This design comes from an exercise in tuning for small area, a short achievable clock period and few clock cycles per item on the open sky130 flow, not from production work.
At most, simulation tests tie the RTL to the original design; equivalence was not proved.
No functional check of the RTL was part of runs 2 and 3.

==> flow/design.v (outline; a module is shown in full before it is edited, if it fits) <==
// module asin_iter: 5431 lines
module asin_iter (
    input  logic        clk,
    input  logic        rst,
    input  logic        start,
    input  logic [31:0] x,
    output logic        busy,
    output logic        done,
    output logic [31:0] asin,
    output logic        sat
);
  // ...
==> flow/run.sh <==
#!/bin/bash
# synth_recipe.tcl (not shown) runs the flow's synth.tcl, then flattens the netlist and writes it again
# the make line also repeats each setting of config.mk as NAME=value (left out here)
make -C /OpenROAD-flow-scripts/flow DESIGN_CONFIG=/design/flow/config.mk WORK_HOME=/design/flow/orfs CLKGATE_MAP_FILE= SYNTH_SCRIPT=/design/flow/synth_recipe.tcl finish
==> flow/config.mk <==
export PLATFORM = sky130hd
export DESIGN_NAME = asin_iter
export DESIGN_NICKNAME = asin_iter
export VERILOG_FILES = /design/flow/design.v
export SDC_FILE = /design/flow/constraint.sdc
export NUM_CORES = 4
export LEC_CHECK = 0
export CAP_MARGIN = 20
export CORE_MARGIN = 2
export CORE_UTILIZATION = 40
export SLEW_MARGIN = 20
==> flow/constraint.sdc <==
create_clock -name core_clock -period 130.0 [get_ports {clk}]
set_input_delay 26.0000 -clock core_clock [delete_from_list [all_inputs] [get_ports {clk}]]
set_output_delay 26.0000 -clock core_clock [all_outputs]
set_load 0.01 [all_outputs]
==> results.toml, run 1 <==
[finish]
fin_util = 0.427
fin_area_um2 = 76400
nMultiInputCombCells = 6554
regArea_um2 = 4990
final_layout_size_suffix_gt1_frac = 0.0457
final_common_cell = "inv_1"

[sta]
fin_setup_tns_ps = 0
setup_violations = 0
fmax_mhz = 32.0

[drt]
dr.max_layer_used = "met5"
dr_wl_met3_um = 30700
dr.first_iter.drc_count = 7427
routed-via-count = 65200

[die]
tapCellCount = 2355
ios = 70

[synthesis]
muxShareOfSynthArea = 0.00665
yosys.cell_types.count = 118
syn_avg_cell_area_um2 = 8.26
async_flop_share = 0.0240
synth_xor_area_frac = 0.0310

[setup_path]
crit_start = "sin[13]$_DFFE_PP_"
crit_family = "adder cells"
crit_fanout = 54
reg2reg_to = "hi[12]$_DFFE_PP_"

[placement]
port_buffers = 69

[status]
outcome = "complete, no violations"

[clock_tree]
post_cts_resized = 0
cts_root_buf = "clkbuf_16"

[global_route]
grt_max_degree = 112
gr-usage-met1 = 0.396

[flow_run]
maxCapViolCount = 0
Testbench counts, summed over its fixed seeds: cycles 18,918, items 1,024.
==> run 2: changes to the inputs <==
--- a/flow/design.v
+++ b/flow/design.v
@@ -11,17 +11,16 @@
     localparam int ITERS = 9;   
     typedef enum logic [1:0] {IDLE, TAB, PA, PB} state_t;
     state_t             state;
     logic [3:0]         it;
     logic               sat_r;
     logic [31:0]        xr;
     logic signed [17:0] lo, hi, m;
     logic [16:0]        am;       
-    logic [16:0]        am1_n;    
     logic               mneg;     
     logic [19:0]        sin;      
     logic [17:0]        p3r;      
     localparam logic signed [17:0] T1 = 18'sd0;
     localparam logic signed [17:0] t2_0 = -18'sd46342;
     localparam logic signed [17:0] t2_1 = 18'sd46342;
     function automatic logic signed [17:0] t3_0(input logic [0:0] i);
         case (i)
@@ -597,402 +596,398 @@
             7'd124: t9_1 = 18'sd65327;
             7'd125: t9_1 = 18'sd65436;
             7'd126: t9_1 = 18'sd65505;
             7'd127: t9_1 = 18'sd65536;
             default: t9_1 = '0;
         endcase
     endfunction
     logic signed [17:0] xs;
-    logic b0, b1, b2, b3, b4, b5, b6, b7, b8;    
+    logic [0:9-1]     b;
     logic [17:0]        tsum;
     logic signed [17:0] t_lo, t_hi, t_m;
     logic [16:0]        t_am;
     logic               sat_p, sat_n;
     assign xs    = xr[17:0];
-    logic signed [31:0] xsw;
-    assign xsw   = xr;
-    assign sat_p = xsw >= 32'sd65536;
-    assign sat_n = xsw <= -32'sd65536;
+    assign sat_p = $signed(xr) >= 32'sd65536;
+    assign sat_n = $signed(xr) <= -32'sd65536;
     logic c2_0, c2_1, c3_0, c3_1, c4_0, c4_1, c5_0, c5_1, c6_0, c6_1, c7_0, c7_1, c8_0, c8_1, c9_0, c9_1;
-    assign b0 = T1 < xs;
+    assign b[0] = T1 < xs;
     assign c2_0 = t2_0 < xs;
     assign c2_1 = t2_1 < xs;
-    assign b1 = b0 ? c2_1 : c2_0;
-    assign c3_0 = t3_0({b0}) < xs;
-    assign c3_1 = t3_1({b0}) < xs;
-    assign b2 = b1 ? c3_1 : c3_0;
-    assign c4_0 = t4_0({b0, b1}) < xs;
-    assign c4_1 = t4_1({b0, b1}) < xs;
-    assign b3 = b2 ? c4_1 : c4_0;
-    assign c5_0 = t5_0({b0, b1, b2}) < xs;
-    assign c5_1 = t5_1({b0, b1, b2}) < xs;
-    assign b4 = b3 ? c5_1 : c5_0;
-    assign c6_0 = t6_0({b0, b1, b2, b3}) < xs;
-    assign c6_1 = t6_1({b0, b1, b2, b3}) < xs;
-    assign b5 = b4 ? c6_1 : c6_0;
-    assign c7_0 = t7_0({b0, b1, b2, b3, b4}) < xs;
-    assign c7_1 = t7_1({b0, b1, b2, b3, b4}) < xs;
-    assign b6 = b5 ? c7_1 : c7_0;
-    assign c8_0 = t8_0({b0, b1, b2, b3, b4, b5}) < xs;
-    assign c8_1 = t8_1({b0, b1, b2, b3, b4, b5}) < xs;
-    assign b7 = b6 ? c8_1 : c8_0;
-    assign c9_0 = t9_0({b0, b1, b2, b3, b4, b5, b6}) < xs;
-    assign c9_1 = t9_1({b0, b1, b2, b3, b4, b5, b6}) < xs;
-    assign b8 = b7 ? c9_1 : c9_0;
-    assign tsum = (b1 ? 18'd51472 : 18'd0) + (b2 ? 18'd25736 : 18'd0) + (b3 ? 18'd12868 : 18'd0) + (b4 ? 18'd6434 : 18'd0) + (b5 ? 18'd3217 : 18'd0) + (b6 ? 18'd1608 : 18'd0) + (b7 ? 18'd804 : 18'd0) + (b8 ? 18'd402 : 18'd0);
-    assign t_lo = b0 ? tsum : tsum - 18'd102944;
-    assign t_hi = t_lo + 18'sd402 + 18'({17'd0, b6 & b7 & b8});
+    assign b[1] = b[0] ? c2_1 : c2_0;
+    assign c3_0 = t3_0(b[0:0]) < xs;
+    assign c3_1 = t3_1(b[0:0]) < xs;
+    assign b[2] = b[1] ? c3_1 : c3_0;
+    assign c4_0 = t4_0(b[0:1]) < xs;
+    assign c4_1 = t4_1(b[0:1]) < xs;
+    assign b[3] = b[2] ? c4_1 : c4_0;
+    assign c5_0 = t5_0(b[0:2]) < xs;
+    assign c5_1 = t5_1(b[0:2]) < xs;
+    assign b[4] = b[3] ? c5_1 : c5_0;
+    assign c6_0 = t6_0(b[0:3]) < xs;
+    assign c6_1 = t6_1(b[0:3]) < xs;
+    assign b[5] = b[4] ? c6_1 : c6_0;
+    assign c7_0 = t7_0(b[0:4]) < xs;
+    assign c7_1 = t7_1(b[0:4]) < xs;
+    assign b[6] = b[5] ? c7_1 : c7_0;
+    assign c8_0 = t8_0(b[0:5]) < xs;
+    assign c8_1 = t8_1(b[0:5]) < xs;
+    assign b[7] = b[6] ? c8_1 : c8_0;
+    assign c9_0 = t9_0(b[0:6]) < xs;
+    assign c9_1 = t9_1(b[0:6]) < xs;
+    assign b[8] = b[7] ? c9_1 : c9_0;
+    assign tsum = (b[1] ? 18'd51472 : 18'd0) + (b[2] ? 18'd25736 : 18'd0) + (b[3] ? 18'd12868 : 18'd0) + (b[4] ? 18'd6434 : 18'd0) + (b[5] ? 18'd3217 : 18'd0) + (b[6] ? 18'd1608 : 18'd0) + (b[7] ? 18'd804 : 18'd0) + (b[8] ? 18'd402 : 18'd0);
+    assign t_lo = b[0] ? $signed(tsum) : $signed(tsum) - 18'sd102944;
+    assign t_hi = t_lo + 18'sd402 + 18'({17'd0, &b[6:8]});
     assign t_m  = t_lo + 18'sd201;
-    assign t_am = b0 ? 17'(tsum + 18'd201) : 17'(18'd102743 - tsum);
+    assign t_am = b[0] ? 17'(tsum + 18'd201) : 17'(18'd102743 - tsum);
     logic [19:0] s1;
-    logic [16:0] am1;
-    assign am1 = ~am1_n;
     logic [20:0] s2;
     logic [21:0] s3, s4;
-    wire ma_1 = (sin[0] & am1[0]);
-    wire ma_2 = (sin[0] & am1[1]);
-    wire ma_3 = (sin[1] & am1[0]);
-    wire ma_4 = (sin[0] & am1[2]);
-    wire ma_5 = (sin[1] & am1[1]);
-    wire ma_6 = (sin[2] & am1[0]);
-    wire ma_7 = (sin[0] & am1[3]);
-    wire ma_8 = (sin[1] & am1[2]);
-    wire ma_9 = (sin[2] & am1[1]);
-    wire ma_10 = (sin[3] & am1[0]);
-    wire ma_11 = (sin[0] & am1[4]);
-    wire ma_12 = (sin[1] & am1[3]);
-    wire ma_13 = (sin[2] & am1[2]);
-    wire ma_14 = (sin[3] & am1[1]);
-    wire ma_15 = (sin[4] & am1[0]);
-    wire ma_16 = (sin[0] & am1[5]);
-    wire ma_17 = (sin[1] & am1[4]);
-    wire ma_18 = (sin[2] & am1[3]);
-    wire ma_19 = (sin[3] & am1[2]);
-    wire ma_20 = (sin[4] & am1[1]);
-    wire ma_21 = (sin[5] & am1[0]);
-    wire ma_22 = (sin[0] & am1[6]);
-    wire ma_23 = (sin[1] & am1[5]);
-    wire ma_24 = (sin[2] & am1[4]);
-    wire ma_25 = (sin[3] & am1[3]);
-    wire ma_26 = (sin[4] & am1[2]);
-    wire ma_27 = (sin[5] & am1[1]);
-    wire ma_28 = (sin[6] & am1[0]);
-    wire ma_29 = (sin[0] & am1[7]);
-    wire ma_30 = (sin[1] & am1[6]);
-    wire ma_31 = (sin[2] & am1[5]);
-    wire ma_32 = (sin[3] & am1[4]);
-    wire ma_33 = (sin[4] & am1[3]);
-    wire ma_34 = (sin[5] & am1[2]);
-    wire ma_35 = (sin[6] & am1[1]);
-    wire ma_36 = (sin[7] & am1[0]);
-    wire ma_37 = (sin[0] & am1[8]);
-    wire ma_38 = (sin[1] & am1[7]);
-    wire ma_39 = (sin[2] & am1[6]);
-    wire ma_40 = (sin[3] & am1[5]);
-    wire ma_41 = (sin[4] & am1[4]);
-    wire ma_42 = (sin[5] & am1[3]);
-    wire ma_43 = (sin[6] & am1[2]);
-    wire ma_44 = (sin[7] & am1[1]);
-    wire ma_45 = (sin[8] & am1[0]);
-    wire ma_46 = (sin[0] & am1[9]);
-    wire ma_47 = (sin[1] & am1[8]);
-    wire ma_48 = (sin[2] & am1[7]);
-    wire ma_49 = (sin[3] & am1[6]);
-    wire ma_50 = (sin[4] & am1[5]);
-    wire ma_51 = (sin[5] & am1[4]);
-    wire ma_52 = (sin[6] & am1[3]);
-    wire ma_53 = (sin[7] & am1[2]);
-    wire ma_54 = (sin[8] & am1[1]);
-    wire ma_55 = (sin[9] & am1[0]);
-    wire ma_56 = (sin[0] & am1[10]);
-    wire ma_57 = (sin[1] & am1[9]);
-    wire ma_58 = (sin[2] & am1[8]);
-    wire ma_59 = (sin[3] & am1[7]);
-    wire ma_60 = (sin[4] & am1[6]);
-    wire ma_61 = (sin[5] & am1[5]);
-    wire ma_62 = (sin[6] & am1[4]);
-    wire ma_63 = (sin[7] & am1[3]);
-    wire ma_64 = (sin[8] & am1[2]);
-    wire ma_65 = (sin[9] & am1[1]);
-    wire ma_66 = (sin[10] & am1[0]);
-    wire ma_67 = (sin[0] & am1[11]);
-    wire ma_68 = (sin[1] & am1[10]);
-    wire ma_69 = (sin[2] & am1[9]);
-    wire ma_70 = (sin[3] & am1[8]);
-    wire ma_71 = (sin[4] & am1[7]);
-    wire ma_72 = (sin[5] & am1[6]);
-    wire ma_73 = (sin[6] & am1[5]);
-    wire ma_74 = (sin[7] & am1[4]);
-    wire ma_75 = (sin[8] & am1[3]);
-    wire ma_76 = (sin[9] & am1[2]);
-    wire ma_77 = (sin[10] & am1[1]);
-    wire ma_78 = (sin[11] & am1[0]);
-    wire ma_79 = (sin[0] & am1[12]);
-    wire ma_80 = (sin[1] & am1[11]);
-    wire ma_81 = (sin[2] & am1[10]);
-    wire ma_82 = (sin[3] & am1[9]);
-    wire ma_83 = (sin[4] & am1[8]);
-    wire ma_84 = (sin[5] & am1[7]);
-    wire ma_85 = (sin[6] & am1[6]);
-    wire ma_86 = (sin[7] & am1[5]);
-    wire ma_87 = (sin[8] & am1[4]);
-    wire ma_88 = (sin[9] & am1[3]);
-    wire ma_89 = (sin[10] & am1[2]);
-    wire ma_90 = (sin[11] & am1[1]);
-    wire ma_91 = (sin[12] & am1[0]);
-    wire ma_92 = (sin[0] & am1[13]);
-    wire ma_93 = (sin[1] & am1[12]);
-    wire ma_94 = (sin[2] & am1[11]);
-    wire ma_95 = (sin[3] & am1[10]);
-    wire ma_96 = (sin[4] & am1[9]);
-    wire ma_97 = (sin[5] & am1[8]);
-    wire ma_98 = (sin[6] & am1[7]);
-    wire ma_99 = (sin[7] & am1[6]);
-    wire ma_100 = (sin[8] & am1[5]);
-    wire ma_101 = (sin[9] & am1[4]);
-    wire ma_102 = (sin[10] & am1[3]);
-    wire ma_103 = (sin[11] & am1[2]);
-    wire ma_104 = (sin[12] & am1[1]);
-    wire ma_105 = (sin[13] & am1[0]);
-    wire ma_106 = (sin[0] & am1[14]);
-    wire ma_107 = (sin[1] & am1[13]);
-    wire ma_108 = (sin[2] & am1[12]);
-    wire ma_109 = (sin[3] & am1[11]);
-    wire ma_110 = (sin[4] & am1[10]);
-    wire ma_111 = (sin[5] & am1[9]);
-    wire ma_112 = (sin[6] & am1[8]);
-    wire ma_113 = (sin[7] & am1[7]);
-    wire ma_114 = (sin[8] & am1[6]);
-    wire ma_115 = (sin[9] & am1[5]);
-    wire ma_116 = (sin[10] & am1[4]);
-    wire ma_117 = (sin[11] & am1[3]);
-    wire ma_118 = (sin[12] & am1[2]);
-    wire ma_119 = (sin[13] & am1[1]);
-    wire ma_120 = (sin[14] & am1[0]);
-    wire ma_121 = (sin[0] & am1[15]);
-    wire ma_122 = (sin[1] & am1[14]);
-    wire ma_123 = (sin[2] & am1[13]);
-    wire ma_124 = (sin[3] & am1[12]);
-    wire ma_125 = (sin[4] & am1[11]);
-    wire ma_126 = (sin[5] & am1[10]);
-    wire ma_127 = (sin[6] & am1[9]);
-    wire ma_128 = (sin[7] & am1[8]);
-    wire ma_129 = (sin[8] & am1[7]);
-    wire ma_130 = (sin[9] & am1[6]);
-    wire ma_131 = (sin[10] & am1[5]);
-    wire ma_132 = (sin[11] & am1[4]);
-    wire ma_133 = (sin[12] & am1[3]);
-    wire ma_134 = (sin[13] & am1[2]);
-    wire ma_135 = (sin[14] & am1[1]);
-    wire ma_136 = (sin[15] & am1[0]);
-    wire ma_137 = (sin[0] & am1[16]);
-    wire ma_138 = (sin[1] & am1[15]);
-    wire ma_139 = (sin[2] & am1[14]);
-    wire ma_140 = (sin[3] & am1[13]);
-    wire ma_141 = (sin[4] & am1[12]);
-    wire ma_142 = (sin[5] & am1[11]);
-    wire ma_143 = (sin[6] & am1[10]);
-    wire ma_144 = (sin[7] & am1[9]);
-    wire ma_145 = (sin[8] & am1[8]);
-    wire ma_146 = (sin[9] & am1[7]);
-    wire ma_147 = (sin[10] & am1[6]);
-    wire ma_148 = (sin[11] & am1[5]);
-    wire ma_149 = (sin[12] & am1[4]);
-    wire ma_150 = (sin[13] & am1[3]);
-    wire ma_151 = (sin[14] & am1[2]);
-    wire ma_152 = (sin[15] & am1[1]);
-    wire ma_153 = (sin[16] & am1[0]);
-    wire ma_154 = (sin[1] & am1[16]);
-    wire ma_155 = (sin[2] & am1[15]);
-    wire ma_156 = (sin[3] & am1[14]);
-    wire ma_157 = (sin[4] & am1[13]);
-    wire ma_158 = (sin[5] & am1[12]);
-    wire ma_159 = (sin[6] & am1[11]);
-    wire ma_160 = (sin[7] & am1[10]);
-    wire ma_161 = (sin[8] & am1[9]);
-    wire ma_162 = (sin[9] & am1[8]);
-    wire ma_163 = (sin[10] & am1[7]);
-    wire ma_164 = (sin[11] & am1[6]);
-    wire ma_165 = (sin[12] & am1[5]);
-    wire ma_166 = (sin[13] & am1[4]);
-    wire ma_167 = (sin[14] & am1[3]);
-    wire ma_168 = (sin[15] & am1[2]);
-    wire ma_169 = (sin[16] & am1[1]);
-    wire ma_170 = (sin[17] & am1[0]);
-    wire ma_171 = (sin[2] & am1[16]);
-    wire ma_172 = (sin[3] & am1[15]);
-    wire ma_173 = (sin[4] & am1[14]);
-    wire ma_174 = (sin[5] & am1[13]);
-    wire ma_175 = (sin[6] & am1[12]);
-    wire ma_176 = (sin[7] & am1[11]);
-    wire ma_177 = (sin[8] & am1[10]);
-    wire ma_178 = (sin[9] & am1[9]);
-    wire ma_179 = (sin[10] & am1[8]);
-    wire ma_180 = (sin[11] & am1[7]);
-    wire ma_181 = (sin[12] & am1[6]);
-    wire ma_182 = (sin[13] & am1[5]);
-    wire ma_183 = (sin[14] & am1[4]);
-    wire ma_184 = (sin[15] & am1[3]);
-    wire ma_185 = (sin[16] & am1[2]);
-    wire ma_186 = (sin[17] & am1[1]);
-    wire ma_187 = (sin[18] & am1[0]);
-    wire ma_188 = (sin[3] & am1[16]);
-    wire ma_189 = (sin[4] & am1[15]);
-    wire ma_190 = (sin[5] & am1[14]);
-    wire ma_191 = (sin[6] & am1[13]);
-    wire ma_192 = (sin[7] & am1[12]);
-    wire ma_193 = (sin[8] & am1[11]);
-    wire ma_194 = (sin[9] & am1[10]);
-    wire ma_195 = (sin[10] & am1[9]);
-    wire ma_196 = (sin[11] & am1[8]);
-    wire ma_197 = (sin[12] & am1[7]);
-    wire ma_198 = (sin[13] & am1[6]);
-    wire ma_199 = (sin[14] & am1[5]);
-    wire ma_200 = (sin[15] & am1[4]);
-    wire ma_201 = (sin[16] & am1[3]);
-    wire ma_202 = (sin[17] & am1[2]);
-    wire ma_203 = (sin[18] & am1[1]);
-    wire ma_204 = (sin[19] & am1[0]);
-    wire ma_205 = (sin[4] & am1[16]);
-    wire ma_206 = (sin[5] & am1[15]);
-    wire ma_207 = (sin[6] & am1[14]);
-    wire ma_208 = (sin[7] & am1[13]);
-    wire ma_209 = (sin[8] & am1[12]);
-    wire ma_210 = (sin[9] & am1[11]);
-    wire ma_211 = (sin[10] & am1[10]);
-    wire ma_212 = (sin[11] & am1[9]);
-    wire ma_213 = (sin[12] & am1[8]);
-    wire ma_214 = (sin[13] & am1[7]);
-    wire ma_215 = (sin[14] & am1[6]);
-    wire ma_216 = (sin[15] & am1[5]);
-    wire ma_217 = (sin[16] & am1[4]);
-    wire ma_218 = (sin[17] & am1[3]);
-    wire ma_219 = (sin[18] & am1[2]);
-    wire ma_220 = (sin[19] & am1[1]);
-    wire ma_221 = (sin[5] & am1[16]);
-    wire ma_222 = (sin[6] & am1[15]);
-    wire ma_223 = (sin[7] & am1[14]);
-    wire ma_224 = (sin[8] & am1[13]);
-    wire ma_225 = (sin[9] & am1[12]);
-    wire ma_226 = (sin[10] & am1[11]);
-    wire ma_227 = (sin[11] & am1[10]);
-    wire ma_228 = (sin[12] & am1[9]);
-    wire ma_229 = (sin[13] & am1[8]);
-    wire ma_230 = (sin[14] & am1[7]);
-    wire ma_231 = (sin[15] & am1[6]);
-    wire ma_232 = (sin[16] & am1[5]);
-    wire ma_233 = (sin[17] & am1[4]);
-    wire ma_234 = (sin[18] & am1[3]);
-    wire ma_235 = (sin[19] & am1[2]);
-    wire ma_236 = (sin[6] & am1[16]);
-    wire ma_237 = (sin[7] & am1[15]);
-    wire ma_238 = (sin[8] & am1[14]);
-    wire ma_239 = (sin[9] & am1[13]);
-    wire ma_240 = (sin[10] & am1[12]);
-    wire ma_241 = (sin[11] & am1[11]);
-    wire ma_242 = (sin[12] & am1[10]);
-    wire ma_243 = (sin[13] & am1[9]);
-    wire ma_244 = (sin[14] & am1[8]);
-    wire ma_245 = (sin[15] & am1[7]);
-    wire ma_246 = (sin[16] & am1[6]);
-    wire ma_247 = (sin[17] & am1[5]);
-    wire ma_248 = (sin[18] & am1[4]);
-    wire ma_249 = (sin[19] & am1[3]);
-    wire ma_250 = (sin[7] & am1[16]);
-    wire ma_251 = (sin[8] & am1[15]);
-    wire ma_252 = (sin[9] & am1[14]);
-    wire ma_253 = (sin[10] & am1[13]);
-    wire ma_254 = (sin[11] & am1[12]);
-    wire ma_255 = (sin[12] & am1[11]);
-    wire ma_256 = (sin[13] & am1[10]);
-    wire ma_257 = (sin[14] & am1[9]);
-    wire ma_258 = (sin[15] & am1[8]);
-    wire ma_259 = (sin[16] & am1[7]);
-    wire ma_260 = (sin[17] & am1[6]);
-    wire ma_261 = (sin[18] & am1[5]);
-    wire ma_262 = (sin[19] & am1[4]);
-    wire ma_263 = (sin[8] & am1[16]);
-    wire ma_264 = (sin[9] & am1[15]);
-    wire ma_265 = (sin[10] & am1[14]);
-    wire ma_266 = (sin[11] & am1[13]);
-    wire ma_267 = (sin[12] & am1[12]);
-    wire ma_268 = (sin[13] & am1[11]);
-    wire ma_269 = (sin[14] & am1[10]);
-    wire ma_270 = (sin[15] & am1[9]);
-    wire ma_271 = (sin[16] & am1[8]);
-    wire ma_272 = (sin[17] & am1[7]);
-    wire ma_273 = (sin[18] & am1[6]);
-    wire ma_274 = (sin[19] & am1[5]);
-    wire ma_275 = (sin[9] & am1[16]);
-    wire ma_276 = (sin[10] & am1[15]);
-    wire ma_277 = (sin[11] & am1[14]);
-    wire ma_278 = (sin[12] & am1[13]);
-    wire ma_279 = (sin[13] & am1[12]);
-    wire ma_280 = (sin[14] & am1[11]);
-    wire ma_281 = (sin[15] & am1[10]);
-    wire ma_282 = (sin[16] & am1[9]);
-    wire ma_283 = (sin[17] & am1[8]);
-    wire ma_284 = (sin[18] & am1[7]);
-    wire ma_285 = (sin[19] & am1[6]);
-    wire ma_286 = (sin[10] & am1[16]);
-    wire ma_287 = (sin[11] & am1[15]);
-    wire ma_288 = (sin[12] & am1[14]);
-    wire ma_289 = (sin[13] & am1[13]);
-    wire ma_290 = (sin[14] & am1[12]);
-    wire ma_291 = (sin[15] & am1[11]);
-    wire ma_292 = (sin[16] & am1[10]);
-    wire ma_293 = (sin[17] & am1[9]);
-    wire ma_294 = (sin[18] & am1[8]);
-    wire ma_295 = (sin[19] & am1[7]);
-    wire ma_296 = (sin[11] & am1[16]);
-    wire ma_297 = (sin[12] & am1[15]);
-    wire ma_298 = (sin[13] & am1[14]);
-    wire ma_299 = (sin[14] & am1[13]);
-    wire ma_300 = (sin[15] & am1[12]);
-    wire ma_301 = (sin[16] & am1[11]);
-    wire ma_302 = (sin[17] & am1[10]);
-    wire ma_303 = (sin[18] & am1[9]);
-    wire ma_304 = (sin[19] & am1[8]);
-    wire ma_305 = (sin[12] & am1[16]);
-    wire ma_306 = (sin[13] & am1[15]);
-    wire ma_307 = (sin[14] & am1[14]);
-    wire ma_308 = (sin[15] & am1[13]);
-    wire ma_309 = (sin[16] & am1[12]);
-    wire ma_310 = (sin[17] & am1[11]);
-    wire ma_311 = (sin[18] & am1[10]);
-    wire ma_312 = (sin[19] & am1[9]);
-    wire ma_313 = (sin[13] & am1[16]);
-    wire ma_314 = (sin[14] & am1[15]);
-    wire ma_315 = (sin[15] & am1[14]);
-    wire ma_316 = (sin[16] & am1[13]);
-    wire ma_317 = (sin[17] & am1[12]);
-    wire ma_318 = (sin[18] & am1[11]);
-    wire ma_319 = (sin[19] & am1[10]);
-    wire ma_320 = (sin[14] & am1[16]);
-    wire ma_321 = (sin[15] & am1[15]);
-    wire ma_322 = (sin[16] & am1[14]);
-    wire ma_323 = (sin[17] & am1[13]);
-    wire ma_324 = (sin[18] & am1[12]);
-    wire ma_325 = (sin[19] & am1[11]);
-    wire ma_326 = (sin[15] & am1[16]);
-    wire ma_327 = (sin[16] & am1[15]);
-    wire ma_328 = (sin[17] & am1[14]);
-    wire ma_329 = (sin[18] & am1[13]);
-    wire ma_330 = (sin[19] & am1[12]);
-    wire ma_331 = (sin[16] & am1[16]);
-    wire ma_332 = (sin[17] & am1[15]);
-    wire ma_333 = (sin[18] & am1[14]);
-    wire ma_334 = (sin[19] & am1[13]);
-    wire ma_335 = (sin[17] & am1[16]);
-    wire ma_336 = (sin[18] & am1[15]);
-    wire ma_337 = (sin[19] & am1[14]);
-    wire ma_338 = (sin[18] & am1[16]);
-    wire ma_339 = (sin[19] & am1[15]);
-    wire ma_340 = (sin[19] & am1[16]);
+    wire ma_1 = (sin[0] & am[0]);
+    wire ma_2 = (sin[0] & am[1]);
+    wire ma_3 = (sin[1] & am[0]);
+    wire ma_4 = (sin[0] & am[2]);
+    wire ma_5 = (sin[1] & am[1]);
+    wire ma_6 = (sin[2] & am[0]);
+    wire ma_7 = (sin[0] & am[3]);
+    wire ma_8 = (sin[1] & am[2]);
+    wire ma_9 = (sin[2] & am[1]);
+    wire ma_10 = (sin[3] & am[0]);
+    wire ma_11 = (sin[0] & am[4]);
+    wire ma_12 = (sin[1] & am[3]);
+    wire ma_13 = (sin[2] & am[2]);
+    wire ma_14 = (sin[3] & am[1]);
+    wire ma_15 = (sin[4] & am[0]);
+    wire ma_16 = (sin[0] & am[5]);
+    wire ma_17 = (sin[1] & am[4]);
+    wire ma_18 = (sin[2] & am[3]);
+    wire ma_19 = (sin[3] & am[2]);
+    wire ma_20 = (sin[4] & am[1]);
+    wire ma_21 = (sin[5] & am[0]);
+    wire ma_22 = (sin[0] & am[6]);
+    wire ma_23 = (sin[1] & am[5]);
+    wire ma_24 = (sin[2] & am[4]);
+    wire ma_25 = (sin[3] & am[3]);
+    wire ma_26 = (sin[4] & am[2]);
+    wire ma_27 = (sin[5] & am[1]);
+    wire ma_28 = (sin[6] & am[0]);
+    wire ma_29 = (sin[0] & am[7]);
+    wire ma_30 = (sin[1] & am[6]);
+    wire ma_31 = (sin[2] & am[5]);
+    wire ma_32 = (sin[3] & am[4]);
+    wire ma_33 = (sin[4] & am[3]);
+    wire ma_34 = (sin[5] & am[2]);
+    wire ma_35 = (sin[6] & am[1]);
+    wire ma_36 = (sin[7] & am[0]);
+    wire ma_37 = (sin[0] & am[8]);
+    wire ma_38 = (sin[1] & am[7]);
+    wire ma_39 = (sin[2] & am[6]);
+    wire ma_40 = (sin[3] & am[5]);
+    wire ma_41 = (sin[4] & am[4]);
+    wire ma_42 = (sin[5] & am[3]);
+    wire ma_43 = (sin[6] & am[2]);
+    wire ma_44 = (sin[7] & am[1]);
+    wire ma_45 = (sin[8] & am[0]);
+    wire ma_46 = (sin[0] & am[9]);
+    wire ma_47 = (sin[1] & am[8]);
+    wire ma_48 = (sin[2] & am[7]);
+    wire ma_49 = (sin[3] & am[6]);
+    wire ma_50 = (sin[4] & am[5]);
+    wire ma_51 = (sin[5] & am[4]);
+    wire ma_52 = (sin[6] & am[3]);
+    wire ma_53 = (sin[7] & am[2]);
+    wire ma_54 = (sin[8] & am[1]);
+    wire ma_55 = (sin[9] & am[0]);
+    wire ma_56 = (sin[0] & am[10]);
+    wire ma_57 = (sin[1] & am[9]);
+    wire ma_58 = (sin[2] & am[8]);
+    wire ma_59 = (sin[3] & am[7]);
+    wire ma_60 = (sin[4] & am[6]);
+    wire ma_61 = (sin[5] & am[5]);
+    wire ma_62 = (sin[6] & am[4]);
+    wire ma_63 = (sin[7] & am[3]);
+    wire ma_64 = (sin[8] & am[2]);
+    wire ma_65 = (sin[9] & am[1]);
+    wire ma_66 = (sin[10] & am[0]);
+    wire ma_67 = (sin[0] & am[11]);
+    wire ma_68 = (sin[1] & am[10]);
+    wire ma_69 = (sin[2] & am[9]);
+    wire ma_70 = (sin[3] & am[8]);
+    wire ma_71 = (sin[4] & am[7]);
+    wire ma_72 = (sin[5] & am[6]);
+    wire ma_73 = (sin[6] & am[5]);
+    wire ma_74 = (sin[7] & am[4]);
+    wire ma_75 = (sin[8] & am[3]);
+    wire ma_76 = (sin[9] & am[2]);
+    wire ma_77 = (sin[10] & am[1]);
+    wire ma_78 = (sin[11] & am[0]);
+    wire ma_79 = (sin[0] & am[12]);
+    wire ma_80 = (sin[1] & am[11]);
+    wire ma_81 = (sin[2] & am[10]);
+    wire ma_82 = (sin[3] & am[9]);
+    wire ma_83 = (sin[4] & am[8]);
+    wire ma_84 = (sin[5] & am[7]);
+    wire ma_85 = (sin[6] & am[6]);
+    wire ma_86 = (sin[7] & am[5]);
+    wire ma_87 = (sin[8] & am[4]);
+    wire ma_88 = (sin[9] & am[3]);
+    wire ma_89 = (sin[10] & am[2]);
+    wire ma_90 = (sin[11] & am[1]);
+    wire ma_91 = (sin[12] & am[0]);
+    wire ma_92 = (sin[0] & am[13]);
+    wire ma_93 = (sin[1] & am[12]);
+    wire ma_94 = (sin[2] & am[11]);
+    wire ma_95 = (sin[3] & am[10]);
+    wire ma_96 = (sin[4] & am[9]);
+    wire ma_97 = (sin[5] & am[8]);
+    wire ma_98 = (sin[6] & am[7]);
+    wire ma_99 = (sin[7] & am[6]);
+    wire ma_100 = (sin[8] & am[5]);
+    wire ma_101 = (sin[9] & am[4]);
+    wire ma_102 = (sin[10] & am[3]);
+    wire ma_103 = (sin[11] & am[2]);
+    wire ma_104 = (sin[12] & am[1]);
+    wire ma_105 = (sin[13] & am[0]);
+    wire ma_106 = (sin[0] & am[14]);
+    wire ma_107 = (sin[1] & am[13]);
+    wire ma_108 = (sin[2] & am[12]);
+    wire ma_109 = (sin[3] & am[11]);
+    wire ma_110 = (sin[4] & am[10]);
+    wire ma_111 = (sin[5] & am[9]);
+    wire ma_112 = (sin[6] & am[8]);
+    wire ma_113 = (sin[7] & am[7]);
+    wire ma_114 = (sin[8] & am[6]);
+    wire ma_115 = (sin[9] & am[5]);
+    wire ma_116 = (sin[10] & am[4]);
+    wire ma_117 = (sin[11] & am[3]);
+    wire ma_118 = (sin[12] & am[2]);
+    wire ma_119 = (sin[13] & am[1]);
+    wire ma_120 = (sin[14] & am[0]);
+    wire ma_121 = (sin[0] & am[15]);
+    wire ma_122 = (sin[1] & am[14]);
+    wire ma_123 = (sin[2] & am[13]);
+    wire ma_124 = (sin[3] & am[12]);
+    wire ma_125 = (sin[4] & am[11]);
+    wire ma_126 = (sin[5] & am[10]);
+    wire ma_127 = (sin[6] & am[9]);
+    wire ma_128 = (sin[7] & am[8]);
+    wire ma_129 = (sin[8] & am[7]);
+    wire ma_130 = (sin[9] & am[6]);
+    wire ma_131 = (sin[10] & am[5]);
+    wire ma_132 = (sin[11] & am[4]);
+    wire ma_133 = (sin[12] & am[3]);
+    wire ma_134 = (sin[13] & am[2]);
+    wire ma_135 = (sin[14] & am[1]);
+    wire ma_136 = (sin[15] & am[0]);
+    wire ma_137 = (sin[0] & am[16]);
+    wire ma_138 = (sin[1] & am[15]);
+    wire ma_139 = (sin[2] & am[14]);
+    wire ma_140 = (sin[3] & am[13]);
+    wire ma_141 = (sin[4] & am[12]);
+    wire ma_142 = (sin[5] & am[11]);
+    wire ma_143 = (sin[6] & am[10]);
+    wire ma_144 = (sin[7] & am[9]);
+    wire ma_145 = (sin[8] & am[8]);
+    wire ma_146 = (sin[9] & am[7]);
+    wire ma_147 = (sin[10] & am[6]);
+    wire ma_148 = (sin[11] & am[5]);
+    wire ma_149 = (sin[12] & am[4]);
+    wire ma_150 = (sin[13] & am[3]);
+    wire ma_151 = (sin[14] & am[2]);
+    wire ma_152 = (sin[15] & am[1]);
+    wire ma_153 = (sin[16] & am[0]);
+    wire ma_154 = (sin[1] & am[16]);
+    wire ma_155 = (sin[2] & am[15]);
+    wire ma_156 = (sin[3] & am[14]);
+    wire ma_157 = (sin[4] & am[13]);
+    wire ma_158 = (sin[5] & am[12]);
+    wire ma_159 = (sin[6] & am[11]);
+    wire ma_160 = (sin[7] & am[10]);
+    wire ma_161 = (sin[8] & am[9]);
+    wire ma_162 = (sin[9] & am[8]);
+    wire ma_163 = (sin[10] & am[7]);
+    wire ma_164 = (sin[11] & am[6]);
+    wire ma_165 = (sin[12] & am[5]);
+    wire ma_166 = (sin[13] & am[4]);
+    wire ma_167 = (sin[14] & am[3]);
+    wire ma_168 = (sin[15] & am[2]);
+    wire ma_169 = (sin[16] & am[1]);
+    wire ma_170 = (sin[17] & am[0]);
+    wire ma_171 = (sin[2] & am[16]);
+    wire ma_172 = (sin[3] & am[15]);
+    wire ma_173 = (sin[4] & am[14]);
+    wire ma_174 = (sin[5] & am[13]);
+    wire ma_175 = (sin[6] & am[12]);
+    wire ma_176 = (sin[7] & am[11]);
+    wire ma_177 = (sin[8] & am[10]);
+    wire ma_178 = (sin[9] & am[9]);
+    wire ma_179 = (sin[10] & am[8]);
+    wire ma_180 = (sin[11] & am[7]);
+    wire ma_181 = (sin[12] & am[6]);
+    wire ma_182 = (sin[13] & am[5]);
+    wire ma_183 = (sin[14] & am[4]);
+    wire ma_184 = (sin[15] & am[3]);
+    wire ma_185 = (sin[16] & am[2]);
+    wire ma_186 = (sin[17] & am[1]);
+    wire ma_187 = (sin[18] & am[0]);
+    wire ma_188 = (sin[3] & am[16]);
+    wire ma_189 = (sin[4] & am[15]);
+    wire ma_190 = (sin[5] & am[14]);
+    wire ma_191 = (sin[6] & am[13]);
+    wire ma_192 = (sin[7] & am[12]);
+    wire ma_193 = (sin[8] & am[11]);
+    wire ma_194 = (sin[9] & am[10]);
+    wire ma_195 = (sin[10] & am[9]);
+    wire ma_196 = (sin[11] & am[8]);
+    wire ma_197 = (sin[12] & am[7]);
+    wire ma_198 = (sin[13] & am[6]);
+    wire ma_199 = (sin[14] & am[5]);
+    wire ma_200 = (sin[15] & am[4]);
+    wire ma_201 = (sin[16] & am[3]);
+    wire ma_202 = (sin[17] & am[2]);
+    wire ma_203 = (sin[18] & am[1]);
+    wire ma_204 = (sin[19] & am[0]);
+    wire ma_205 = (sin[4] & am[16]);
+    wire ma_206 = (sin[5] & am[15]);
+    wire ma_207 = (sin[6] & am[14]);
+    wire ma_208 = (sin[7] & am[13]);
+    wire ma_209 = (sin[8] & am[12]);
+    wire ma_210 = (sin[9] & am[11]);
+    wire ma_211 = (sin[10] & am[10]);
+    wire ma_212 = (sin[11] & am[9]);
+    wire ma_213 = (sin[12] & am[8]);
+    wire ma_214 = (sin[13] & am[7]);
+    wire ma_215 = (sin[14] & am[6]);
+    wire ma_216 = (sin[15] & am[5]);
+    wire ma_217 = (sin[16] & am[4]);
+    wire ma_218 = (sin[17] & am[3]);
+    wire ma_219 = (sin[18] & am[2]);
+    wire ma_220 = (sin[19] & am[1]);
+    wire ma_221 = (sin[5] & am[16]);
+    wire ma_222 = (sin[6] & am[15]);
+    wire ma_223 = (sin[7] & am[14]);
+    wire ma_224 = (sin[8] & am[13]);
+    wire ma_225 = (sin[9] & am[12]);
+    wire ma_226 = (sin[10] & am[11]);
+    wire ma_227 = (sin[11] & am[10]);
+    wire ma_228 = (sin[12] & am[9]);
+    wire ma_229 = (sin[13] & am[8]);
+    wire ma_230 = (sin[14] & am[7]);
+    wire ma_231 = (sin[15] & am[6]);
+    wire ma_232 = (sin[16] & am[5]);
+    wire ma_233 = (sin[17] & am[4]);
+    wire ma_234 = (sin[18] & am[3]);
+    wire ma_235 = (sin[19] & am[2]);
+    wire ma_236 = (sin[6] & am[16]);
+    wire ma_237 = (sin[7] & am[15]);
+    wire ma_238 = (sin[8] & am[14]);
+    wire ma_239 = (sin[9] & am[13]);
+    wire ma_240 = (sin[10] & am[12]);
+    wire ma_241 = (sin[11] & am[11]);
+    wire ma_242 = (sin[12] & am[10]);
+    wire ma_243 = (sin[13] & am[9]);
+    wire ma_244 = (sin[14] & am[8]);
+    wire ma_245 = (sin[15] & am[7]);
+    wire ma_246 = (sin[16] & am[6]);
+    wire ma_247 = (sin[17] & am[5]);
+    wire ma_248 = (sin[18] & am[4]);
+    wire ma_249 = (sin[19] & am[3]);
+    wire ma_250 = (sin[7] & am[16]);
+    wire ma_251 = (sin[8] & am[15]);
+    wire ma_252 = (sin[9] & am[14]);
+    wire ma_253 = (sin[10] & am[13]);
+    wire ma_254 = (sin[11] & am[12]);
+    wire ma_255 = (sin[12] & am[11]);
+    wire ma_256 = (sin[13] & am[10]);
+    wire ma_257 = (sin[14] & am[9]);
+    wire ma_258 = (sin[15] & am[8]);
+    wire ma_259 = (sin[16] & am[7]);
+    wire ma_260 = (sin[17] & am[6]);
+    wire ma_261 = (sin[18] & am[5]);
+    wire ma_262 = (sin[19] & am[4]);
+    wire ma_263 = (sin[8] & am[16]);
+    wire ma_264 = (sin[9] & am[15]);
+    wire ma_265 = (sin[10] & am[14]);
+    wire ma_266 = (sin[11] & am[13]);
+    wire ma_267 = (sin[12] & am[12]);
+    wire ma_268 = (sin[13] & am[11]);
+    wire ma_269 = (sin[14] & am[10]);
+    wire ma_270 = (sin[15] & am[9]);
+    wire ma_271 = (sin[16] & am[8]);
+    wire ma_272 = (sin[17] & am[7]);
+    wire ma_273 = (sin[18] & am[6]);
+    wire ma_274 = (sin[19] & am[5]);
+    wire ma_275 = (sin[9] & am[16]);
+    wire ma_276 = (sin[10] & am[15]);
+    wire ma_277 = (sin[11] & am[14]);
+    wire ma_278 = (sin[12] & am[13]);
+    wire ma_279 = (sin[13] & am[12]);
+    wire ma_280 = (sin[14] & am[11]);
+    wire ma_281 = (sin[15] & am[10]);
+    wire ma_282 = (sin[16] & am[9]);
+    wire ma_283 = (sin[17] & am[8]);
+    wire ma_284 = (sin[18] & am[7]);
+    wire ma_285 = (sin[19] & am[6]);
+    wire ma_286 = (sin[10] & am[16]);
+    wire ma_287 = (sin[11] & am[15]);
+    wire ma_288 = (sin[12] & am[14]);
+    wire ma_289 = (sin[13] & am[13]);
+    wire ma_290 = (sin[14] & am[12]);
+    wire ma_291 = (sin[15] & am[11]);
+    wire ma_292 = (sin[16] & am[10]);
+    wire ma_293 = (sin[17] & am[9]);
+    wire ma_294 = (sin[18] & am[8]);
+    wire ma_295 = (sin[19] & am[7]);
+    wire ma_296 = (sin[11] & am[16]);
+    wire ma_297 = (sin[12] & am[15]);
+    wire ma_298 = (sin[13] & am[14]);
+    wire ma_299 = (sin[14] & am[13]);
+    wire ma_300 = (sin[15] & am[12]);
+    wire ma_301 = (sin[16] & am[11]);
+    wire ma_302 = (sin[17] & am[10]);
+    wire ma_303 = (sin[18] & am[9]);
+    wire ma_304 = (sin[19] & am[8]);
+    wire ma_305 = (sin[12] & am[16]);
+    wire ma_306 = (sin[13] & am[15]);
+    wire ma_307 = (sin[14] & am[14]);
+    wire ma_308 = (sin[15] & am[13]);
+    wire ma_309 = (sin[16] & am[12]);
+    wire ma_310 = (sin[17] & am[11]);
+    wire ma_311 = (sin[18] & am[10]);
+    wire ma_312 = (sin[19] & am[9]);
+    wire ma_313 = (sin[13] & am[16]);
+    wire ma_314 = (sin[14] & am[15]);
+    wire ma_315 = (sin[15] & am[14]);
+    wire ma_316 = (sin[16] & am[13]);
+    wire ma_317 = (sin[17] & am[12]);
+    wire ma_318 = (sin[18] & am[11]);
+    wire ma_319 = (sin[19] & am[10]);
+    wire ma_320 = (sin[14] & am[16]);
+    wire ma_321 = (sin[15] & am[15]);
+    wire ma_322 = (sin[16] & am[14]);
+    wire ma_323 = (sin[17] & am[13]);
+    wire ma_324 = (sin[18] & am[12]);
+    wire ma_325 = (sin[19] & am[11]);
+    wire ma_326 = (sin[15] & am[16]);
+    wire ma_327 = (sin[16] & am[15]);
+    wire ma_328 = (sin[17] & am[14]);
+    wire ma_329 = (sin[18] & am[13]);
+    wire ma_330 = (sin[19] & am[12]);
+    wire ma_331 = (sin[16] & am[16]);
+    wire ma_332 = (sin[17] & am[15]);
+    wire ma_333 = (sin[18] & am[14]);
+    wire ma_334 = (sin[19] & am[13]);
+    wire ma_335 = (sin[17] & am[16]);
+    wire ma_336 = (sin[18] & am[15]);
+    wire ma_337 = (sin[19] & am[14]);
+    wire ma_338 = (sin[18] & am[16]);
+    wire ma_339 = (sin[19] & am[15]);
+    wire ma_340 = (sin[19] & am[16]);
     wire ma_341 = ma_92 ^ ma_93;
     wire ma_342 = ma_92 & ma_93;
     wire ma_343 = ma_106 ^ ma_107 ^ ma_108;
     wire ma_344 = (ma_106 & ma_107) | (ma_106 & ma_108) | (ma_107 & ma_108);
     wire ma_345 = ma_109 ^ ma_110;
     wire ma_346 = ma_109 & ma_110;
     wire ma_347 = ma_121 ^ ma_122 ^ ma_123;
     wire ma_348 = (ma_121 & ma_122) | (ma_121 & ma_123) | (ma_122 & ma_123);
@@ -5316,22 +5311,18 @@
     logic [42:0] r7;
     assign n7 = s2[20:4];
     assign r7 = {n7, 17'd0} + {1'b0, n7, 16'd0} + {3'b0, n7, 14'd0} + {12'b0, n7, 5'd0}
               + {13'b0, n7, 4'd0} + {15'b0, n7, 2'd0} + {17'b0, n7};
     assign q3 = r7[34:26];
     logic signed [19:0] d;
     logic [21:0]        th;
     logic               lt, dec;
-    logic signed [19:0] q1w, q2w, q3w, amw;
-    assign q1w = {4'b0, q1};
-    assign q2w = {6'b0, q2};
-    assign q3w = {11'b0, q3};
-    assign amw = {3'b0, am};
-    assign d   = (mneg ? 20'sd1 - 20'(xs) : 20'(xs)) + q1w + q3w - amw - q2w;
+    assign d = (mneg ? 20'sd1 - 20'(xs) : 20'(xs)) + $signed({4'b0, q1}) + $signed({11'b0, q3})
+             - $signed({3'b0, am}) - $signed({6'b0, q2});
     always_comb begin
         case (d[3:0])
             4'd1:    th = 22'd362880;
             4'd2:    th = 22'd725760;
             4'd3:    th = 22'd1088640;
             4'd4:    th = 22'd1451520;
             4'd5:    th = 22'd1814400;
             4'd6:    th = 22'd2177280;
@@ -5351,20 +5342,16 @@
     assign sh = 19'(m) + 19'(hi);
     assign ml = sl[18:1];
     assign mh = sh[18:1];
     assign mn = dec ? mh : ml;
     logic [16:0] aml, amh, amn;
     assign aml = ml[17] ? 17'(-ml) : 17'(ml);
     assign amh = mh[17] ? 17'(-mh) : 17'(mh);
     assign amn = dec ? amh : aml;
-    logic       fin;
-    logic [1:0] w2;
-    assign w2  = hi[1:0] - lo[1:0];
-    assign fin = (it == 4'(ITERS - 1)) || (it == 4'(ITERS - 2) && !dec && w2 == 2'd3);
     always_ff @(posedge clk or posedge rst) begin
         if (rst) begin
             state <= IDLE;
             busy  <= 1'b0;
             done  <= 1'b0;
         end else begin
             done <= 1'b0;
             case (state)
@@ -5375,17 +5362,17 @@
                 TAB: if (sat_p || sat_n) begin
                     done  <= 1'b1;
                     busy  <= 1'b0;
                     state <= IDLE;
                 end else begin
                     state <= PA;
                 end
                 PA: state <= PB;
-                PB: if (fin) begin
+                PB: if (it == 4'(ITERS - 1)) begin
                     done  <= 1'b1;
                     busy  <= 1'b0;
                     state <= IDLE;
                 end else begin
                     state <= PA;
                 end
                 default: state <= IDLE;
             endcase
@@ -5399,32 +5386,30 @@
                 it    <= '0;
                 if (sat_p)      hi <= 18'sd102944;
                 else if (sat_n) hi <= -18'sd102944;
                 else begin
                     lo   <= t_lo;
                     hi   <= t_hi;
                     m    <= t_m;
                     am   <= t_am;
-                    am1_n <= ~t_am;
                     sin  <= {3'd0, t_am};
-                    mneg <= !b0;
+                    mneg <= !b[0];
                 end
             end
             PA: begin
                 sin <= s4[19:0];
                 p3r <= s2[17:0];
             end
             PB: begin
                 it <= it + 4'd1;
                 if (dec) lo <= m;
                 else     hi <= m;
                 m    <= mn;
                 am   <= amn;
-                am1_n <= ~amn;
                 sin  <= {3'd0, amn};
                 mneg <= mn[17];
             end
             default: ;
         endcase
     end
     assign asin = {{14{hi[17]}}, hi};
     assign sat  = sat_r;
==> results.toml, run 2 <==
[die]
ios = 70
dieArea_um2 = 182000
start_util = 0.404
die_h_um = 426
core_area_um2 = 176000
rows = 154
die_x_um = 426

[flow_run]
maxCapViolCount = 0

[sta]
post-route-period-util = 0.234
hold_viol_final = 0
slew_violations = 0
skew_ps = 29.7
hold_slack_ps = 508
tightest_slew_ps = 1160
fin_setup_tns_ps = 0
period_needed_ps = 30380
relSlewSlack = 0.226
setup_violations = 0
rsz0062_at_grt = "false"
fmax_mhz = 32.9

[hold_path]
min_path_type = "reg -> reg"
min_from = "busy$_DFFE_PP0P_"

[finish]
fin_area_um2 = 75700
most-common-layout-cells = "1471 x inv_1, 1251 x fa_1, 1005 x nand2_1"
regMostFlops = "xr"
top_regs = "xr (32), sin (20)"
areaGrowthSynthToFinish_pct = 6.26
multiInputGateArea_um2 = 59400
largest_register_ffs = 32
final_nets = 10400
final_layout_size_suffix_gt1_frac = 0.0483
post_layout_nonfiller_instances = 10900
fillers = 17600
final_common_cell = "inv_1"
regArea_um2 = 4480

[clock_tree]
cts_root_buf = "clkbuf_16"
ctsHoldBuffers = 0
tritoncts = "built"
post_cts_resized = 0
cts_setup_buffers = 0
clockBufferDepth = 2
path_clk_slew_ps = 90
cts_made_buffers = 17
clock_latency_ps = 520
cts_sinks = 150
htree_levels = 4

[synthesis]
yosysTopAreaCellShare = 0.352
synth_xor_area_frac = 0.0332
synth-simple-area-share = 0.183
synth_area_leaders = "fa_1 35%, ha_1 11%, inv_1 7.8%"
synth_most_common_cell = "inv_1"
synth_warnings = 1
synthCells = 8687
synth_top_area_cell = "fa_1"
synthAdderAreaFrac = 0.461
synth_top_family_by_area = "adder cells"
synth_seq_area_share = 0.0629
synth_compound_area_frac = 0.145
async_flop_share = 0.0267
muxShareOfSynthArea = 0.00882
synthTopCellsByCount = "1474 x inv_1, 1251 x fa_1, 1009 x nand2_1"
syn_nets = 10600
yosys.cell_types.count = 113
ys_seq_elements = 150
syn_area_um2 = 71200
syn_avg_cell_area_um2 = 8.20
synth_top_flop_cell = "edfxtp_1"
synth_edf_count = 146

[global_route]
grt_pass1_vias = 67600
grt_usage = 0.317
overflow = 0
antenna_found_initial = 8
grt_pass1_wl_um = 432000
grt_max_degree = 84

[drt]
detail_route.first_pass.iterations = 8
routed-via-count = 64200
via_per_inst = 5.90
dr.first_iter.drc_count = 6707
antenna_left = 0
drc_errors = 0
routed_wl_um = 286000
wl_per_cell_um = 26.3

[placement]
port_buffers = 69
hpwl_um = 209000
placedInstanceArea_um2 = 75100
gp_congestion = 1.02
placedCellCount = 10900

[setup_path]
cp_data_required_time_ps = 130210
critPathCaptureType = "register"
worst_ep_arrival_time_ps = 30600
crit_start = "am[5]$_DFFE_PP_"
path_class = "reg -> reg"
crit_fanout = 53
cpPeakStageDelay_ps = 1100
path_common_cell = "fa_1"
worst_path_max_delay_cell = "fa_1"
r2r-start = "am[5]$_DFFE_PP_"
cp-start-kind = "register"

[status]
outcome = "complete, no violations"
-- run 2: changes by cell type in the layout (fill, tap and decap cells not counted), moves of 17 or more --
cell      previous run  this run
nand2b_1           187        60
inv_1             1503      1471
edfxtp_1           163       146
and2_1             429       574
a21oi_1            494       445
nand2_1            848      1005
nor2b_1            197        75
-- run 2: area by class of cell --
type	count	share of cell area
multi-input combinational	6545	0.785
inverter	1496	0.0742
sequential	150	0.0592
tap	2340	0.0387
timing repair buffer	319	0.0356
clock buffer	17	0.00562
clock inverter	15	0.00215
antenna	1	0.0000331
-- run 2: metal layers --
metal / up-vias / routed length, um / global-route usage
li1: 27600 / - / -
met1: 32100 / 110000 / 0.398
met2: 3527 / 130000 / 0.509
met3: 944 / 27400 / 0.0630
met4: 8 / 19000 / 0.180
met5: - / 46 / 0
-- run 2: logic make-up (layout without fill, tap and decap cells) --
| logic type | count (synthesis) | after routing |
|---|---|---|
| buf+inv | 1992 | 1847 |
| compound gates | 1599 | 1599 |
| other cells | 0 | 1 |
| fa+ha+maj | 1874 | 1874 |
| xor+xnor | 266 | 266 |
| simple gates | 2751 | 2751 |
| mux | 55 | 55 |
| flops | 150 | 150 |
-- run 2: metrics by stage --
| step | utilization | worst slack (ps) |
|---|---|---|
| 4_1_cts | 0.429 | 99870 |
| 2_1_floorplan | - | 103210 |
| 5_1_grt | 0.429 | 98010 |
| 3_5_place_dp | 0.426 | 99950 |
| 3_3_place_gp | 0.426 | 100310 |
| 6_report | 0.429 | 99620 |
-- run 2: worst paths after layout --
kind	end	slack (ps)	depth (start not counted)
max	sin[6]$_DFFE_PP_	99620	103
min	busy$_DFFE_PP0P_	510	2
max reg2reg	sin[6]$_DFFE_PP_	99620	103
min reg2reg	busy$_DFFE_PP0P_	510	2
max in group asynchronous	state[1]$_DFFE_PP0P_	104180	2
min in group asynchronous	done$_DFF_PP0_	25670	2
-- run 2: critical path, delay by kind of cell (launching register included) --
kind	cells	cell delay [ps]
fa+ha+maj	26	12160
compound gates	41	9790
flops	1	320
simple gates	17	3650
xor+xnor	3	530
mux	1	380
buf+inv	15	3140
==> run 3: changes to the inputs <==
--- a/flow/config.mk
+++ b/flow/config.mk
@@ -8,4 +8,5 @@
 export CAP_MARGIN = 20
 export CORE_MARGIN = 2
-export CORE_UTILIZATION = 40
+export CORE_UTILIZATION = 60
+export PLACE_DENSITY = 0.75
 export SLEW_MARGIN = 20
==> results.toml, run 3 <==
[status]
outcome = "complete, no violations"

[synthesis]
synthCells = 8687
synth_warnings = 1
synth_seq_area_share = 0.0629
synth_most_common_cell = "inv_1"
syn_nets = 10600
synth_area_leaders = "fa_1 35%, ha_1 11%, inv_1 7.8%"
async_flop_share = 0.0267
synth_top_flop_cell = "edfxtp_1"
yosysTopAreaCellShare = 0.352
syn_avg_cell_area_um2 = 8.20
yosys.cell_types.count = 113
synth_edf_count = 146
synthTopCellsByCount = "1474 x inv_1, 1251 x fa_1, 1009 x nand2_1"
synth_top_area_cell = "fa_1"
ys_seq_elements = 150
syn_area_um2 = 71200

[placement]
port_buffers = 69
gp_congestion = 1.05
hpwl_um = 204000
placedCellCount = 10000

[drt]
routed_wl_um = 279000
routed-via-count = 66000
wl_per_cell_um = 27.7
antenna_left = 0
dr.first_iter.drc_count = 7454
via_per_inst = 6.55
drc_errors = 0
detail_route.first_pass.iterations = 10

[die]
die_x_um = 349
die_h_um = 349
ios = 70
rows = 126
dieArea_um2 = 122000
core_area_um2 = 118000
start_util = 0.604

[finish]
multiInputGateArea_um2 = 59400
final_nets = 10400
top_regs = "xr (32), sin (20)"
regMostFlops = "xr"
fillers = 10100
post_layout_nonfiller_instances = 10100
final_common_cell = "inv_1"
fin_util = 0.634
most-common-layout-cells = "1470 x inv_1, 1251 x fa_1, 1007 x nand2_1"
largest_register_ffs = 32
final_layout_size_suffix_gt1_frac = 0.0481
areaGrowthSynthToFinish_pct = 4.91
regArea_um2 = 4480

[clock_tree]
cts_root_buf = "clkbuf_16"
cts_sinks = 150
tritoncts = "built"
cts_setup_buffers = 0
path_clk_slew_ps = 90
ctsHoldBuffers = 0
htree_levels = 4
cts_made_buffers = 17
clock_latency_ps = 520
post_cts_resized = 0
clockBufferDepth = 2

[sta]
period_needed_ps = 30030
slew_violations = 0
hold_slack_ps = 522
fin_setup_tns_ps = 0
hold_viol_final = 0
skew_ps = 19.7
relSlewSlack = 0.162
fmax_mhz = 33.3
post-route-period-util = 0.231
tightest_slew_ps = 1250
setup_violations = 0
rsz0062_at_grt = "false"

[setup_path]
crit_family = "adder cells"
path_class = "reg -> reg"
cp.buffers_inverters = 20
worst_ep_arrival_time_ps = 30230
path_common_cell = "fa_1"
worst_path_max_delay_cell = "edfxtp_1"
critPathCaptureType = "register"
cp-start-kind = "register"
cp_data_required_time_ps = 130190
reg2reg_to = "sin[1]$_DFFE_PP_"
r2r-start = "am[4]$_DFFE_PP_"
cpPeakStageDelay_ps = 970
crit_fanout = 53
reg2regPathDepth = 98
rrSetupSlack_ps = 99970

[global_route]
overflow = 0
grt_pass1_wl_um = 424000
antenna_found_initial = 14
grt_max_degree = 114
grt_usage = 0.467
grt_pass1_vias = 68800

[hold_path]
whs_endpoint = "busy$_DFFE_PP0P_"
min_path_type = "reg -> reg"
min_from = "busy$_DFFE_PP0P_"
holdPathStages = 2

[flow_run]
maxCapViolCount = 0
## run 3: cell counts after synthesis
Identical to the previous run, type by type.
## run 3: area by class of cell
type                    count  share of cell area
diodes                      7            0.000234
flip-flops and latches    150              0.0600
well taps                1536              0.0257
clock inverters            14             0.00218
multi-input cells        6545               0.795
inverters                1496              0.0751
repair buffers            314              0.0359
clock buffers              17             0.00569
## run 3: tightest hold or removal path, cell delays in order, from the launching register on
cell and delay, ps:
dfrtp_1 360, nor2_1 50, nor2_1 70
## run 3: cell families (layout without fill, tap and decap cells)
family                     Yosys count  in the layout  share of synthesized area
buffers and inverters             1992           1841                      0.106
DFF                                150            150                     0.0629
xor gates and xnor gates           266            266                     0.0332
AOI/OAI and AO/OA                 1599           1599                      0.145
muxes                               55             55                    0.00882
adders and majority gates         1874           1874                      0.461
and+or+nand+nor                   2751           2751                      0.183
other                                0              7                          0
## run 3: how the worst max path moves through the flow
stage | from | cells after the start | to | slack [ps]
floorplan | hi[17]$_DFFE_PP_ | 1 | asin[18] | 103210
global placement | am[4]$_DFFE_PP_ | 98 | sin[1]$_DFFE_PP_ | 100260
detailed placement | am[4]$_DFFE_PP_ | 98 | sin[1]$_DFFE_PP_ | 100450
CTS | am[4]$_DFFE_PP_ | 98 | sin[1]$_DFFE_PP_ | 100370
global route | am[4]$_DFFE_PP_ | 98 | sin[1]$_DFFE_PP_ | 98740
finish | am[4]$_DFFE_PP_ | 98 | sin[1]$_DFFE_PP_ | 99970
## run 3: metrics by stage
stage | instance area [um^2] | worst slack, ps
after global placement | 74000 | 100260
after detailed placement | 74100 | 100450
after CTS | 74700 | 100370
after floorplan | 71200 | 103210
after global routing | 74700 | 98740
final | 74700 | 99970
## run 3: per-layer routing
metal / GRT usage / wire, um / vias to the layer above / part of all wire
met2: 0.725 / 123000 / 4649 / 0.44
met5: 0 / 79 / - / 0.00028
li1: - / - / 27600 / -
met3: 0.127 / 33700 / 1534 / 0.12
met4: 0.347 / 26100 / 12 / 0.093
met1: 0.556 / 96600 / 32200 / 0.35

afterwards: timing with drivers on the ports:
How much do the figures lean on ideal ports? The routed layouts below were timed once more, with nothing changed but the port constraints. Step 1, drivers: a clkbuf_16 drives clk and a buf_2 each remaining input, both assumed. Step 2 times the ports against the registers' clock, not the clock port: input delays grow and output delays shrink by t, the midpoint of the rising clock arrivals with the driver on. Three values: ideal, step 1, step 2; two values: the first two.
| run | t, ns | setup WS [ns] | worst setup path at the end | latest minus earliest clock arrival (ns) | worst data-port slew with drivers (ns) |
|---|---|---|---|---|---|
| run 1 | 0.559 | 98.753 / 98.753 / 98.753 | register to register | 0.022 / 0.022 | 0.09 |
| run 2 | 0.569 | 99.617 / 99.617 / 99.617 | register to register | 0.030 / 0.030 | 0.06 |
| run 3 | 0.581 | 99.965 / 99.965 / 99.965 | register to register | 0.020 / 0.020 | 0.07 |
After both steps setup and hold are still met in every run listed.
